Source: an optimization exercise on an open RTL-to-GDS flow (aim: small area, a short achievable clock period and few clock cycles per item). Production flows keep margins and buffers that such runs may drop. At most, simulation tests tie the RTL to the original design; equivalence was not proved. Function not checked in run 2: the RTL went through the layout flow alone.

==> flow/design.v, too long to show whole: its modules and the start of the top module <==
// module idct_1d_serial: 2584 lines
module idct_1d_serial #(
    parameter int OFFSET = 0
) (
    input  logic        clk,
    input  logic        rst,
    input  logic [95:0] coef_in,
    input  logic        in_valid,
    output logic        in_ready,
    output logic [63:0] pix_out,
    output logic        out_valid,
    input  logic        out_ready
);
  // ...
==> flow/flow/run.sh <==
#!/bin/bash
# Standard ORFS layout with one extra step between synthesis and floorplan:
# fixinv.py cancels the inverters that Yosys's adder extraction leaves between full-adder
# cells (a full adder is self-dual, so flipping its polarity is a pure rewiring).
# flow/make_vars.txt, if present, lists extra ORFS make variables (one per line), e.g. the
# setup slack margin repair_timing aims for.  Every tool's output goes to its own log file.
set -euo pipefail
WORK=$(pwd)
RES=$WORK/orfs/results/${FLOW_PLATFORM}/idct_1d_serial/base
EXTRA=()
if [[ -f flow/make_vars.txt ]]; then
  while IFS= read -r line; do
    [[ -n "$line" ]] && EXTRA+=("$line")
  done < flow/make_vars.txt
fi
bash standard.sh ${EXTRA[@]+"${EXTRA[@]}"} "$RES/1_2_yosys.v" > "$WORK/synth.log" 2>&1
cp "$RES/1_2_yosys.v" "$WORK/1_2_yosys.orig.v"
python3 flow/fixinv.py "$WORK/1_2_yosys.orig.v" "$RES/1_2_yosys.v" > "$WORK/fixinv.log" 2>&1
bash standard.sh ${EXTRA[@]+"${EXTRA[@]}"} finish > "$WORK/layout.log" 2>&1
==> flow/flow/fixinv.py <==
#!/usr/bin/env python3
"""Cancel inverters around full-adder cells in a Yosys gate netlist.

A full adder is self-dual: FA(~a,~b,~c) = (~sum, ~cout).  Yosys's extract_fa picks
polarities cell by cell, which leaves inverters between adders.  This pass flips adders
(connects the complements of their inputs and complements their outputs) whenever that
lowers the number of inverters, then writes the netlist back.  The logic is unchanged.
usage: fixinv.py in.v out.v
"""
import re
import sys

OUTPINS = {'X', 'Y', 'Q', 'Q_N', 'SUM', 'COUT', 'HI', 'LO'}
INV = 'sky130_fd_sc_hd__inv_1'


def is_inv(t):
    return re.fullmatch(r'sky130_fd_sc_hd__(clk)?inv_\d+', t) is not None


def is_fa(t):
    return re.fullmatch(r'sky130_fd_sc_hd__fa_\d+', t) is not None


def main(src, dst):
    text = open(src).read()
    m = re.search(r'^(module .*?;\n)(.*?)^endmodule', text, re.S | re.M)
    head_mod, body = m.group(1), m.group(2)
    pre, post = text[:m.start()], text[m.end():]
    cell_re = re.compile(r'^  (sky130_fd_sc_hd__\w+) (\S+) \((.*?)\);\n', re.S | re.M)
    decls = []
    cells = {}
    order = []
    pos = 0
    for cm in cell_re.finditer(body):
        decls.append(body[pos:cm.start()])
        pos = cm.end()
        typ, name, pins = cm.group(1), cm.group(2), cm.group(3)
        pm = {}
        for p, n in re.findall(r'\.(\w+)\(((?:[^()])*)\)', pins):
            pm[p] = n.strip()
        cells[name] = [typ, pm]
        order.append(name)
    rest = body[pos:]
    if rest.strip():
        # assigns or other statements: keep them, but treat their nets as fixed
        pass
    declstr = ''.join(decls)
    outports = set()
    for om in re.finditer(r'^\s*output\s+(\[(\d+):(\d+)\]\s+)?(\S+?)\s*;', head_mod + declstr, re.M):
        if om.group(1):
            hi, lo = int(om.group(2)), int(om.group(3))
            for i in range(min(hi, lo), max(hi, lo) + 1):
                outports.add(f"{om.group(4)}[{i}]")
        else:
            outports.add(om.group(4))
    fixed = set(re.findall(r'[\\\w$\[\]\.]+', rest)) if rest.strip() else set()

    drv = {}
    loads = {}

    def add_load(n, c, p):
        loads.setdefault(n, set()).add((c, p))

    for c in order:
        typ, pm = cells[c]
        for p, n in pm.items():
            if p in OUTPINS:
                drv[n] = (c, p)
            else:
                add_load(n, c, p)
    for n in outports:
        add_load(n, '$PORT', n)

    cnt = [0]

    def newnet():
        cnt[0] += 1
        return f"_fixinv_{cnt[0]}_"

    def newinv(a):
        cnt[0] += 1
        c = f"_fixinvc_{cnt[0]}_"
        y = newnet()
        cells[c] = [INV, {'A': a, 'Y': y}]
        order.append(c)
        drv[y] = (c, 'Y')
        add_load(a, c, 'A')
        return c, y

    def inv_driver(n):
        d = drv.get(n)
        if d and d[0] in cells and is_inv(cells[d[0]][0]):
            return d[0]
        return None

    def inv_load(n):
        for c, p in loads.get(n, ()):
            if c != '$PORT' and c in cells and is_inv(cells[c][0]):
                return c
        return None

    def connect(c, p, n):
        old = cells[c][1][p]
        loads[old].discard((c, p))
        cells[c][1][p] = n
        add_load(n, c, p)

    def remove_cell(c):
        typ, pm = cells.pop(c)
        for p, n in pm.items():
            if p in OUTPINS:
                drv.pop(n, None)
            else:
                loads[n].discard((c, p))

    def gain(f):
        """inverters saved by flipping f (estimate)"""
        typ, pm = cells[f]
        g = 0
        for p in ('A', 'B', 'CIN'):
            n = pm[p]
            I = inv_driver(n)
            if I is not None:
                if len(loads[n]) == 1 and cells[I][1]['Y'] not in outports:
                    g += 1
            elif inv_load(n) is None:
                g -= 1
        for p in ('SUM', 'COUT'):
            o = pm[p]
            ls = loads.get(o, set())
            invs = [c for c, q in ls if c != '$PORT' and is_inv(cells[c][0])
                    and cells[c][1]['Y'] not in outports and cells[c][1]['Y'] not in fixed]
            others = len(ls) - len(invs)
            g += len(invs)
            if others:
                g -= 1
        return g

    def flip(f):
        typ, pm = cells[f]
        for p in ('A', 'B', 'CIN'):
            n = pm[p]
            I = inv_driver(n)
            if I is not None:
                connect(f, p, cells[I][1]['A'])
                if not loads[n] and n not in outports:
                    remove_cell(I)
            else:
                J = inv_load(n)
                y = cells[J][1]['Y'] if J else newinv(n)[1]
                connect(f, p, y)
        for p in ('SUM', 'COUT'):
            o = pm[p]
            o2 = newnet()
            drv.pop(o, None)
            cells[f][1][p] = o2
            drv[o2] = (f, p)
            ls = list(loads.get(o, set()))
            for c, q in ls:
                if c != '$PORT' and is_inv(cells[c][0]):
                    y = cells[c][1]['Y']
                    if y in outports or y in fixed:
                        continue
                    for c2, q2 in list(loads.get(y, set())):
                        connect(c2, q2, o2)
                    remove_cell(c)
            if loads.get(o):
                # remaining loads need the old polarity: o = ~o2
                cnt[0] += 1
                c = f"_fixinvc_{cnt[0]}_"
                cells[c] = [INV, {'A': o2, 'Y': o}]
                order.append(c)
                drv[o] = (c, 'Y')
                add_load(o2, c, 'A')

    def ninv():
        return sum(1 for c in cells if is_inv(cells[c][0]))

    before = ninv()
    fas = [c for c in order if is_fa(cells[c][0])]
    for it in range(20):
        changed = 0
        for f in fas:
            if gain(f) > 0:
                k0 = ninv()
                flip(f)
                changed += 1
        if not changed:
            break
    # half adders whose outputs are only used inverted, or whose inputs both come from
    # inverters, become two plain gates that absorb those inverters
    AREA = {'xor2': 8.7584, 'xnor2': 8.7584, 'and2': 6.256, 'nand2': 3.7536,
            'nor2': 3.7536, 'or2': 6.256}
    OUTPIN = {'xor2': 'X', 'xnor2': 'Y', 'and2': 'X', 'nand2': 'Y', 'nor2': 'Y', 'or2': 'X'}
    INVERSE = {'xor2': 'xnor2', 'xnor2': 'xor2', 'and2': 'nand2', 'nand2': 'and2',
               'nor2': 'or2', 'or2': 'nor2'}
    nha = 0
    has = [c for c in order if c in cells and re.fullmatch(r'sky130_fd_sc_hd__ha_1', cells[c][0])]
    for h in has:
        pm = cells[h][1]
        na, nb, ns, nc = pm['A'], pm['B'], pm['SUM'], pm['COUT']
        Ia, Ib = inv_driver(na), inv_driver(nb)
        use_src = Ia is not None and Ib is not None and Ia != Ib
        if use_src:
            ia, ib = cells[Ia][1]['A'], cells[Ib][1]['A']
            sfun, cfun = 'xor2', 'nor2'
        else:
            ia, ib = na, nb
            sfun, cfun = 'xor2', 'and2'
        plan = []
        saved = 12.512
        for net, fun in ((ns, sfun), (nc, cfun)):
            ls = loads.get(net, set())
            invs = [c for c, q in ls if c != '$PORT' and is_inv(cells[c][0])
                    and cells[c][1]['Y'] not in outports and cells[c][1]['Y'] not in fixed]
            if ls and len(invs) == len(ls):
                plan.append((net, INVERSE[fun], invs))
                saved += 3.7536 * len(invs)
                saved -= AREA[INVERSE[fun]]
            else:
                plan.append((net, fun, []))
                saved -= AREA[fun]
        if use_src:
            for I, n in ((Ia, na), (Ib, nb)):
                if len(loads[n]) == 1 and cells[I][1]['Y'] not in outports:
                    saved += 3.7536
        if saved <= 0.01:
            continue
        remove_cell(h)
        for net, fun, invs in plan:
            cnt[0] += 1
            c = f"_fixinvc_{cnt[0]}_"
            if invs:
                out = cells[invs[0]][1]['Y']
                for I in invs:
                    y = cells[I][1]['Y']
                    remove_cell(I)
                    if y != out:
                        for c2, q2 in list(loads.get(y, set())):
                            connect(c2, q2, out)
            else:
                out = net
            cells[c] = ['sky130_fd_sc_hd__' + fun + '_1', {'A': ia, 'B': ib, OUTPIN[fun]: out}]
            order.append(c)
            drv[out] = (c, OUTPIN[fun])
            add_load(ia, c, 'A')
            add_load(ib, c, 'B')
        if use_src:
            for I, n in ((Ia, na), (Ib, nb)):
                if I in cells and not loads.get(n) and n not in outports:
                    remove_cell(I)
        nha += 1
    print(f"fixinv: half adders split into gates: {nha}", file=sys.stderr)

    # merge inverters that share an input
    byin = {}
    for c in list(order):
        if c in cells and is_inv(cells[c][0]):
            a, y = cells[c][1]['A'], cells[c][1]['Y']
            if y in outports or y in fixed:
                continue
            if a in byin:
                keep = byin[a]
                ky = cells[keep][1]['Y']
                for c2, q2 in list(loads.get(y, set())):
                    connect(c2, q2, ky)
                remove_cell(c)
            else:
                byin[a] = c
    # drop inverters with no loads
    for c in list(order):
        if c in cells and is_inv(cells[c][0]):
            y = cells[c][1]['Y']
            if not loads.get(y) and y not in outports and y not in fixed:
                remove_cell(c)
    after = ninv()
    print(f"fixinv: inverters {before} -> {after}", file=sys.stderr)

    newnets = set()
    for c in order:
        if c in cells:
            for n in cells[c][1].values():
                if n.startswith('_fixinv_'):
                    newnets.add(n)
    out = [pre, head_mod, declstr]
    for n in sorted(newnets):
        out.append(f"  wire {n};\n")
    for c in order:
        if c not in cells:
            continue
        typ, pm = cells[c]
        pins = ',\n'.join(f"    .{p}({n}{' ' if n.startswith(chr(92)) else ''})" for p, n in pm.items())
        out.append(f"  {typ} {c} (\n{pins}\n  );\n")
    out.append(rest)
    out.append('endmodule')
    out.append(post)
    open(dst, 'w').write(''.join(out))


if __name__ == '__main__':
    main(sys.argv[1], sys.argv[2])
==> flow/flow/make_vars.txt <==
SETUP_SLACK_MARGIN=6.36
BUFFER_PORTS_ARGS=-buffer_cell sky130_fd_sc_hd__buf_1
==> flow/standard.sh <==
#!/bin/bash
# synth_recipe.tcl (not shown) runs the flow's synth.tcl, then flattens the netlist and writes it again
# the make line also repeats each setting of config.mk as NAME=value (left out here)
make -C /OpenROAD-flow-scripts/flow DESIGN_CONFIG=/design/flow/config.mk WORK_HOME=/design/flow/orfs CLKGATE_MAP_FILE= SYNTH_SCRIPT=/design/flow/synth_recipe.tcl "${@:-finish}"
==> flow/config.mk <==
export PLATFORM = sky130hd
export DESIGN_NAME = idct_1d_serial
export DESIGN_NICKNAME = idct_1d_serial
export VERILOG_FILES = /design/flow/design.v
export SDC_FILE = /design/flow/constraint.sdc
export NUM_CORES = 4
export LEC_CHECK = 0
export ABC_CLOCK_PERIOD_IN_PS = 3000
export CAP_MARGIN = 20
export CORE_MARGIN = 2
export CORE_UTILIZATION = 40
export CTS_BUF_LIST = sky130_fd_sc_hd__clkbuf_8
export SLEW_MARGIN = 20
==> flow/constraint.sdc <==
create_clock -name core_clock -period 11.0 [get_ports {clk}]
set_input_delay 2.2000 -clock core_clock [delete_from_list [all_inputs] [get_ports {clk}]]
set_output_delay 2.2000 -clock core_clock [all_outputs]
set_load 0.01 [all_outputs]
==> results.sh, run 1 <==
export IMPL_die_w_microns=317.8
export IMPL_yosys_warnings=1
export IMPL_num_rows=115
export IMPL_hold_viol=0
export IMPL_fillers=9035
export IMPL_cts_buffers=67
export IMPL_status="complete, no violations"
export IMPL_critPathRequiredTime_ns=11.44
export IMPL_min_from="v_q[1]"
export IMPL_post_route_util_pct=46.15
export IMPL_finalSetupTns_ns=0
export IMPL_first_pass_iters=5
export IMPL_min_path_cells=1
export IMPL_cp_max_fo=6
export IMPL_cts_tree="done"
export IMPL_grt_pass1_vias=28160
export IMPL_regMostFlops="pix_q"
export IMPL_antenna_found_initial=3
export IMPL_gp_congestion=0.9101
export IMPL_initial_core_util_pct=40.19
export IMPL_layout_drive_gt1_share_pct=12.34
export IMPL_min_period_over_period_pct=42.20
export IMPL_place_area_sq_um=41530
export IMPL_syn_inst=3547
export IMPL_post_cts_buffers=114
export IMPL_drc=0
export IMPL_multi_input_area_share_pct=62.00
export IMPL_max_freq_ghz=0.2154
export IMPL_core_sq_um=97990
export IMPL_dr_wl_met2_microns=48960
export IMPL_critPathKind="flip-flop to flip-flop"
export IMPL_r2r_start="d_q[5]"
Testbench counts, summed over its fixed seeds: cycles 1,624, items 1,600.
==> inputs of run 2 (changes only) <==
--- a/flow/design.v
+++ b/flow/design.v
@@ -2100,17 +2100,17 @@
     assign fs779 = fc746 ^ fs747 ^ fs719;
     assign fc780 = (fc746 & fs747) | (fc746 & fs719) | (fs747 & fs719);
     assign fs781 = fc748 ^ fs749 ^ x5_q[10];
     assign fc782 = (fc748 & fs749) | (fc748 & x5_q[10]) | (fs749 & x5_q[10]);
     assign fs783 = fc750 ^ fs751 ^ x3m3_q[12];
     assign fc784 = (fc750 & fs751) | (fc750 & x3m3_q[12]) | (fs751 & x3m3_q[12]);
     assign fs785 = ~x3m3_q[13] ^ fc752 ^ x1_q[11];
     assign fc786 = (~x3m3_q[13] & fc752) | (~x3m3_q[13] & x1_q[11]) | (fc752 & x1_q[11]);
-    assign o787 = {1'b1, fc786, fc784, fc782, fc780, fc778, fc776, fc774, fc772, fc770, fc768, fc766, fc764, fc762, fc760, fc758, fc756, hc754, ~x1_q[0], x1_q[0]} + {1'b0, ~x1_q[11], fs785, fs783, fs781, fs779, fs777, fs775, fs773, fs771, fs769, fs767, fs765, fs763, fs761, fs759, fs757, fs755, ~hs753, x3_q[0]};
+    idct_add #(.W(20)) u_add1 (.a({1'b1, fc786, fc784, fc782, fc780, fc778, fc776, fc774, fc772, fc770, fc768, fc766, fc764, fc762, fc760, fc758, fc756, hc754, ~x1_q[0], x1_q[0]}), .b({1'b0, ~x1_q[11], fs785, fs783, fs781, fs779, fs777, fs775, fs773, fs771, fs769, fs767, fs765, fs763, fs761, fs759, fs757, fs755, ~hs753, x3_q[0]}), .s(o787));
     assign fs788 = x3m3_q[3] ^ x7_q[3];
     assign fc789 = x3m3_q[3] & x7_q[3];
     assign fs790 = x3m3_q[4] ^ x5_q[0];
     assign fc791 = x3m3_q[4] & x5_q[0];
     assign fs792 = x7_q[4] ^ x7_q[1] ^ ~x1_q[6];
     assign fc793 = (x7_q[4] & x7_q[1]) | (x7_q[4] & ~x1_q[6]) | (x7_q[1] & ~x1_q[6]);
     assign fs794 = x3m3_q[5] ^ x5_q[1] ^ x7_q[5];
     assign fc795 = (x3m3_q[5] & x5_q[1]) | (x3m3_q[5] & x7_q[5]) | (x5_q[1] & x7_q[5]);
@@ -2249,17 +2249,17 @@
     assign fs928 = fc897 ^ fs898 ^ ~fc867;
     assign fc929 = (fc897 & fs898) | (fc897 & ~fc867) | (fs898 & ~fc867);
     assign fs930 = fc899 ^ fs900 ^ ~x3m3_q[13];
     assign fc931 = (fc899 & fs900) | (fc899 & ~x3m3_q[13]) | (fs900 & ~x3m3_q[13]);
     assign fs932 = fc901 ^ fs902 ^ ~x7_q[11];
     assign fc933 = (fc901 & fs902) | (fc901 & ~x7_q[11]) | (fs902 & ~x7_q[11]);
     assign fs934 = ~fc903 ^ x1m3_q[13] ^ x5_q[11];
     assign fc935 = (~fc903 & x1m3_q[13]) | (~fc903 & x5_q[11]) | (x1m3_q[13] & x5_q[11]);
-    assign o936 = {1'b1, fc935, ~fc933, ~fc931, ~fc929, ~fc927, ~fc925, ~fc923, ~fc921, ~fc919, ~fc917, ~fc915, ~fc913, ~fc911, ~fc909, fc907, hc905, hs904, x1_q[1], x1_q[0]} + {1'b0, ~x1m3_q[13], fs934, ~fs932, ~fs930, ~fs928, ~fs926, ~fs924, ~fs922, ~fs920, ~fs918, ~fs916, ~fs914, ~fs912, ~fs910, ~fs908, fs906, x5_q[2], x5_q[1], x5_q[0]};
+    idct_add #(.W(20)) u_add2 (.a({1'b1, fc935, ~fc933, ~fc931, ~fc929, ~fc927, ~fc925, ~fc923, ~fc921, ~fc919, ~fc917, ~fc915, ~fc913, ~fc911, ~fc909, fc907, hc905, hs904, x1_q[1], x1_q[0]}), .b({1'b0, ~x1m3_q[13], fs934, ~fs932, ~fs930, ~fs928, ~fs926, ~fs924, ~fs922, ~fs920, ~fs918, ~fs916, ~fs914, ~fs912, ~fs910, ~fs908, fs906, x5_q[2], x5_q[1], x5_q[0]}), .s(o936));
     assign hs937 = x1_q[3] ^ x1_q[0];
     assign hc938 = x1_q[3] & x1_q[0];
     assign fs939 = x3_q[0] ^ x1_q[4];
     assign fc940 = ~x3_q[0] | x1_q[4];
     assign fs941 = x1_q[1] ^ x3_q[6] ^ x5m3_q[4];
     assign fc942 = (x1_q[1] & x3_q[6]) | (x1_q[1] & x5m3_q[4]) | (x3_q[6] & x5m3_q[4]);
     assign fs943 = ~x3_q[1] ^ x1_q[5] ^ x1_q[2];
     assign fc944 = (~x3_q[1] & x1_q[5]) | (~x3_q[1] & x1_q[2]) | (x1_q[5] & x1_q[2]);
@@ -2396,17 +2396,17 @@
     assign fs1075 = ~fs1045 ^ fc1044 ^ fs1017;
     assign fc1076 = (~fs1045 & fc1044) | (~fs1045 & fs1017) | (fc1044 & fs1017);
     assign fs1077 = fc1046 ^ fs1047 ^ ~x7m3_q[11];
     assign fc1078 = (fc1046 & fs1047) | (fc1046 & ~x7m3_q[11]) | (fs1047 & ~x7m3_q[11]);
     assign fs1079 = fc1048 ^ fs1049 ^ ~x7m3_q[12];
     assign fc1080 = (fc1048 & fs1049) | (fc1048 & ~x7m3_q[12]) | (fs1049 & ~x7m3_q[12]);
     assign fs1081 = ~fc1050 ^ x7m3_q[13] ^ x3_q[11];
     assign fc1082 = (~fc1050 & x7m3_q[13]) | (~fc1050 & x3_q[11]) | (x7m3_q[13] & x3_q[11]);
-    assign o1083 = {1'b1, fc1082, ~fc1080, ~fc1078, fc1076, fc1074, fc1072, fc1070, fc1068, fc1066, fc1064, fc1062, fc1060, fc1058, fc1056, fc1054, hc1052, hs1051, x3_q[1], x3_q[0]} + {1'b0, ~x7m3_q[13], fs1081, ~fs1079, ~fs1077, fs1075, fs1073, fs1071, fs1069, fs1067, fs1065, fs1063, fs1061, fs1059, fs1057, fs1055, fs1053, x7_q[0], x7_q[1], x7_q[0]};
+    idct_add #(.W(20)) u_add3 (.a({1'b1, fc1082, ~fc1080, ~fc1078, fc1076, fc1074, fc1072, fc1070, fc1068, fc1066, fc1064, fc1062, fc1060, fc1058, fc1056, fc1054, hc1052, hs1051, x3_q[1], x3_q[0]}), .b({1'b0, ~x7m3_q[13], fs1081, ~fs1079, ~fs1077, fs1075, fs1073, fs1071, fs1069, fs1067, fs1065, fs1063, fs1061, fs1059, fs1057, fs1055, fs1053, x7_q[0], x7_q[1], x7_q[0]}), .s(o1083));
     assign fs1084 = x3_q[3] ^ x3_q[0];
     assign fc1085 = x3_q[3] & x3_q[0];
     assign fs1086 = x3_q[4] ^ x3_q[1];
     assign fc1087 = x3_q[4] & x3_q[1];
     assign fs1088 = ~x7_q[0] ^ x1m3_q[4] ^ x5_q[6];
     assign fc1089 = (~x7_q[0] & x1m3_q[4]) | (~x7_q[0] & x5_q[6]) | (x1m3_q[4] & x5_q[6]);
     assign fs1090 = x3_q[5] ^ x3_q[2] ^ x7_q[1];
     assign fc1091 = (x3_q[5] & x3_q[2]) | (x3_q[5] & x7_q[1]) | (x3_q[2] & x7_q[1]);
@@ -2543,17 +2543,17 @@
     assign fs1222 = fc1191 ^ fs1192 ^ ~fs1164;
     assign fc1223 = (fc1191 & fs1192) | (fc1191 & ~fs1164) | (fs1192 & ~fs1164);
     assign fs1224 = fc1193 ^ fs1194 ^ ~x5m3_q[11];
     assign fc1225 = (fc1193 & fs1194) | (fc1193 & ~x5m3_q[11]) | (fs1194 & ~x5m3_q[11]);
     assign fs1226 = fc1195 ^ fs1196 ^ ~x5m3_q[12];
     assign fc1227 = (fc1195 & fs1196) | (fc1195 & ~x5m3_q[12]) | (fs1196 & ~x5m3_q[12]);
     assign fs1228 = ~fc1197 ^ x5m3_q[13] ^ x7_q[11];
     assign fc1229 = (~fc1197 & x5m3_q[13]) | (~fc1197 & x7_q[11]) | (x5m3_q[13] & x7_q[11]);
-    assign o1230 = {1'b1, fc1229, ~fc1227, ~fc1225, ~fc1223, ~fc1221, ~fc1219, ~fc1217, ~fc1215, ~fc1213, ~fc1211, fc1209, fc1207, fc1205, fc1203, fc1201, hc1199, hs1198, x5_q[1], x5_q[0]} + {1'b0, ~x5m3_q[13], fs1228, ~fs1226, ~fs1224, ~fs1222, ~fs1220, ~fs1218, ~fs1216, ~fs1214, ~fs1212, ~fs1210, fs1208, fs1206, fs1204, fs1202, fs1200, x7_q[2], x7_q[1], x7_q[0]};
+    idct_add #(.W(20)) u_add4 (.a({1'b1, fc1229, ~fc1227, ~fc1225, ~fc1223, ~fc1221, ~fc1219, ~fc1217, ~fc1215, ~fc1213, ~fc1211, fc1209, fc1207, fc1205, fc1203, fc1201, hc1199, hs1198, x5_q[1], x5_q[0]}), .b({1'b0, ~x5m3_q[13], fs1228, ~fs1226, ~fs1224, ~fs1222, ~fs1220, ~fs1218, ~fs1216, ~fs1214, ~fs1212, ~fs1210, fs1208, fs1206, fs1204, fs1202, fs1200, x7_q[2], x7_q[1], x7_q[0]}), .s(o1230));
     assign cy1231 = ({1'b0, {e179[6], e179[5], e179[4], e179[3], e179[2], e179[1], e179[0]}} + {1'b0, {o787[6], o787[5], o787[4], o787[3], o787[2], o787[1], o787[0]}}) >> 7;
     assign bw1232 = {e179[6], e179[5], e179[4], e179[3], e179[2], e179[1], e179[0]} < {o787[6], o787[5], o787[4], o787[3], o787[2], o787[1], o787[0]};
     assign cy1233 = ({1'b0, {e332[6], e332[5], e332[4], e332[3], e332[2], e332[1], e332[0]}} + {1'b0, {o936[6], o936[5], o936[4], o936[3], o936[2], o936[1], o936[0]}}) >> 7;
     assign bw1234 = {e332[6], e332[5], e332[4], e332[3], e332[2], e332[1], e332[0]} < {o936[6], o936[5], o936[4], o936[3], o936[2], o936[1], o936[0]};
     assign cy1235 = ({1'b0, {e483[6], e483[5], e483[4], e483[3], e483[2], e483[1], e483[0]}} + {1'b0, {o1083[6], o1083[5], o1083[4], o1083[3], o1083[2], o1083[1], o1083[0]}}) >> 7;
     assign bw1236 = {e483[6], e483[5], e483[4], e483[3], e483[2], e483[1], e483[0]} < {o1083[6], o1083[5], o1083[4], o1083[3], o1083[2], o1083[1], o1083[0]};
     assign cy1237 = ({1'b0, {e638[6], e638[5], e638[4], e638[3], e638[2], e638[1], e638[0]}} + {1'b0, {o1230[6], o1230[5], o1230[4], o1230[3], o1230[2], o1230[1], o1230[0]}}) >> 7;
     assign bw1238 = {e638[6], e638[5], e638[4], e638[3], e638[2], e638[1], e638[0]} < {o1230[6], o1230[5], o1230[4], o1230[3], o1230[2], o1230[1], o1230[0]};
@@ -2577,8 +2577,43 @@
     assign pix5_1252 = (OFFSET == 0) ? (ah1244[14] ? 8'd0 : ((ah1244[9] | ah1244[10] | ah1244[11] | ah1244[12] | ah1244[13]) ? 8'd255 : {ah1244[8], ah1244[7], ah1244[6], ah1244[5], ah1244[4], ah1244[3], ah1244[2], ah1244[1]})) : offset_pixel({ah1244[14], ah1244[13], ah1244[12], ah1244[11], ah1244[10], ah1244[9], ah1244[8], ah1244[7], ah1244[6], ah1244[5], ah1244[4], ah1244[3], ah1244[2], ah1244[1]});
     assign pix6_1253 = (OFFSET == 0) ? (ah1242[14] ? 8'd0 : ((ah1242[9] | ah1242[10] | ah1242[11] | ah1242[12] | ah1242[13]) ? 8'd255 : {ah1242[8], ah1242[7], ah1242[6], ah1242[5], ah1242[4], ah1242[3], ah1242[2], ah1242[1]})) : offset_pixel({ah1242[14], ah1242[13], ah1242[12], ah1242[11], ah1242[10], ah1242[9], ah1242[8], ah1242[7], ah1242[6], ah1242[5], ah1242[4], ah1242[3], ah1242[2], ah1242[1]});
     assign pix7_1254 = (OFFSET == 0) ? (ah1240[14] ? 8'd0 : ((ah1240[9] | ah1240[10] | ah1240[11] | ah1240[12] | ah1240[13]) ? 8'd255 : {ah1240[8], ah1240[7], ah1240[6], ah1240[5], ah1240[4], ah1240[3], ah1240[2], ah1240[1]})) : offset_pixel({ah1240[14], ah1240[13], ah1240[12], ah1240[11], ah1240[10], ah1240[9], ah1240[8], ah1240[7], ah1240[6], ah1240[5], ah1240[4], ah1240[3], ah1240[2], ah1240[1]});
     assign pix = {pix0_1247, pix1_1248, pix2_1249, pix3_1250, pix4_1251, pix5_1252, pix6_1253, pix7_1254};
     logic [63:0] pix_q;
     always_ff @(posedge clk) if (en) pix_q <= pix;
     assign pix_out = pix_q;
 endmodule
+module idct_add #(
+    parameter int W = 20
+) (
+    input  logic [W-1:0] a,
+    input  logic [W-1:0] b,
+    output logic [W-1:0] s
+);
+    assign s = a + b;
+endmodule
+module idct_pix #(
+    parameter int OFFSET = 0
+) (
+    input  logic [12:0] eh,
+    input  logic [12:0] oh,
+    input  logic        cin,
+    output logic [7:0]  p
+);
+    logic [14:0] t;
+    logic [13:0] y;
+    logic signed [15:0] yo;
+    assign t = {eh[12], eh, 1'b1} + {oh[12], oh, cin};
+    assign y = t[14:1];
+    always_comb begin
+        yo = 16'($signed(y)) + 16'(OFFSET);
+        if (OFFSET == 0) begin
+            p = y[13] ? 8'd0 : ((|y[12:8]) ? 8'd255 : y[7:0]);
+        end else if (yo < 0) begin
+            p = 8'd0;
+        end else if (yo > 255) begin
+            p = 8'd255;
+        end else begin
+            p = yo[7:0];
+        end
+    end
+endmodule
==> flow/flow/make_vars.txt (replaced) <==
SETUP_SLACK_MARGIN=6.3
BUFFER_PORTS_ARGS=-buffer_cell sky130_fd_sc_hd__buf_1
--- a/flow/config.mk
+++ b/flow/config.mk
@@ -6,8 +6,10 @@
 export NUM_CORES = 4
 export LEC_CHECK = 0
 export ABC_CLOCK_PERIOD_IN_PS = 3000
 export CAP_MARGIN = 20
 export CORE_MARGIN = 2
 export CORE_UTILIZATION = 40
 export CTS_BUF_LIST = sky130_fd_sc_hd__clkbuf_8
 export SLEW_MARGIN = 20
+export SYNTH_HIERARCHICAL = 1
+export SYNTH_MINIMUM_KEEP_SIZE = 0
==> run 2 against run 1 <==
Still clean on timing, DRC and antenna. Count of clock-buffer cells in the layout shrank 9. Die area grew 2.0%. Sequential cell count is the same. Global-route usage shrank 0.54 points. Synthesized area grew 2.0%. Critical path depth shrank 1. Critical path type unchanged. Largest cell class unchanged.
==> results.sh, run 2 <==
export IMPL_period_needed_ns=4.705
export IMPL_critPathRequiredTime_ns=11.48
export IMPL_postCtsHoldBufs=0
export IMPL_antenna_found_initial=6
export IMPL_finClkSkew_ns=0.03938
export IMPL_max_slew_worst_pin_slew_ns=1.034
export IMPL_min_from="v_q[1]"
export IMPL_drv_slew=0
export IMPL_io_pins=166
export IMPL_place_area_sq_um=42300
export IMPL_ff2ff_setup_slack_ns=6.30
export IMPL_critPathKind="flip-flop to flip-flop"
export IMPL_die_h_microns=320.9
export IMPL_cts_htree_levels=2
export IMPL_max_freq_ghz=0.2126
export IMPL_grt_overflow_total=0
export IMPL_num_rows=116
export IMPL_post_place_ws_ns=5.703
export IMPL_r2r_start="d_q[6]"
export IMPL_cts_sinks=348
export IMPL_die_w_microns=320.9
export IMPL_cts_tree="done"
export IMPL_final_common_cell="fa_1"
export IMPL_rsz0062_at_grt="yes"
export IMPL_die_area_sq_um=103000
export IMPL_cp_end_kind="flip-flop"
export IMPL_mappedNetlistArea_sq_um=40170
export IMPL_yosys_warnings=7
export IMPL_fin_ws_ns=6.295
export IMPL_setup_viol=0
export IMPL_finalNetCount=5073
export IMPL_clkTransAtPathRegs_ns=0.06
export IMPL_first_pass_iters=5
export IMPL_routedWlPerCell_microns=20.24
export IMPL_core_sq_um=99860
export IMPL_status="complete, no violations"
export IMPL_globalRouteTotalUtil_pct=20.95
export IMPL_hold_viol=0
export IMPL_grt_max_degree=148
export IMPL_final_area_sq_um=45630
export IMPL_grt_pass1_vias=28350
export IMPL_insertion_delay_ns=0.74
export IMPL_viasPerCell=5.326
export IMPL_cts_root_buf="clkbuf_8"
export IMPL_wl_microns=108400
export IMPL_clockBufferDepth=3
export IMPL_slew_headroom_pct=31.09
export IMPL_largest_reg_flops=64
export IMPL_layout_drive_gt1_share_pct=10.45
export IMPL_initial_core_util_pct=40.23
export IMPL_finalSetupTns_ns=0
export IMPL_timing_rr_end="eo1_q[10]"
export IMPL_max_cap_violations=0
export IMPL_drtIter0Drc=1914
export IMPL_place_hpwl_microns=87380
export IMPL_numPortBuffers=165
export IMPL_antenna_left=0
export IMPL_cp_max_fo=4
export IMPL_cts_buffers=61
export IMPL_holdPathEnd="ovn_q"
export IMPL_area_delta_synth_final_pct=13.57
export IMPL_cp_data_arrival_time_ns=5.19
export IMPL_min_path_cells=1
export IMPL_hold_path_class="flip-flop to flip-flop"
export IMPL_worstSetupStartpointType="flip-flop"
export IMPL_avgSynthCellArea_sq_um=11.06
export IMPL_fillers=9328
export IMPL_grt_pass1_wl_microns=164600
export IMPL_gp_congestion=0.9517
export IMPL_worst_r2r_path_depth=13
export IMPL_syn_inst=3631
export IMPL_drc=0
export IMPL_vias=28540
export IMPL_mostFrequentLayoutCells="fa_1, ha_1, inv_1"
export IMPL_min_period_over_period_pct=42.77
export IMPL_regMostFlops="pix_q"
run 2: worst max path at each step:
stage	end	from	slack [ns]	cells past startpoint
2_1_floorplan	d_q[10]	out_ready	3.13	2
3_3_place_gp	x1m3_q[11]	coef_in[73]	5.72	12
3_5_place_dp	x1m3_q[11]	coef_in[73]	5.70	12
4_1_cts	eo2_q[12]	d_q[4]	6.26	13
5_1_grt	eo3_q[11]	s_q[6]	6.22	13
6_report	eo1_q[10]	d_q[6]	6.30	13
run 2: worst max-delay path, cell delays in order (launching register included):
cell and delay (ns):
edfxtp_1 0.45, buf_6 0.16, fa_1 0.55, fa_1 0.43, fa_1 0.47, fa_1 0.58
ha_4 0.24, a21o_1 0.18, a21oi_2 0.16, nor3b_4 0.23, a21oi_2 0.08, a221o_1 0.36
o41a_1 0.42, xor2_1 0.15
run 2: timing repair:
item	CTS	global route
setup buffers	85	103
endpoints found under the setup margin	37	53
pin swaps	6	47
cloned	0	0
gates resized for setup	27	81
run 2: cell type report:
cell class,instances,area (sq um),share of cell area (%)
multi-input combinational,2832,28510,62.49
sequential,348,10440,22.87
timing repair buffer,359,2181,4.780
tap,1298,1624,3.559
inverter,405,1546,3.389
clock buffer,61,839.6,1.840
clock inverter,53,480.5,1.053
antenna,2,5.005,0.01097
run 2: metrics by stage:
step	utilization [%]	std cells	hold WS (ns)
detailed placement	42.36	5054	0.3821
CTS	44.53	5253	0.3917
finish	45.69	5358	0.3856
global route	45.69	5358	0.4045
global placement	42.36	5054	0.3707
floorplan	-	3637	0.3634
run 2: layer usage:
metal  vias to the layer above  track usage [%]  share of wire (%)
li1                      13510                -                  -
met1                     14070            29.25                 46
met2                       791            32.67                 45
met3                       158            3.929                5.9
met4                         4            7.290                3.5
met5                         -                0              0.029

separate check: timing with driven ports:
In the flow no input, the clock included, has a driving cell. The finished layouts below were timed again as built, in two steps.
Step 1 assumes that a clkbuf_16 drives the clock port and a buf_2 every other input.
Step 2, shift: input delay + t, output delay - t, t = (earliest + latest rising clock arrival at the registers) / 2. This alone moves slack from input paths to output paths.
Slacks: ideal / step 1 / step 2; pairs: ideal / step 1.
run	t, ns	setup WS [ns]	hold slack, ns	latest minus earliest clock arrival (ns)
run 1	0.751	6.358 / 6.347 / 5.829	0.376 / 0.376 / 0.376	0.042 / 0.042
run 2	0.790	6.295 / 6.295 / 5.882	0.386 / 0.386 / 0.386	0.048 / 0.048
After both steps every run listed still meets setup and hold. The setup slack of run 1, which loses most, moves by -0.011 ns with the drivers and by -0.529 ns with both steps.
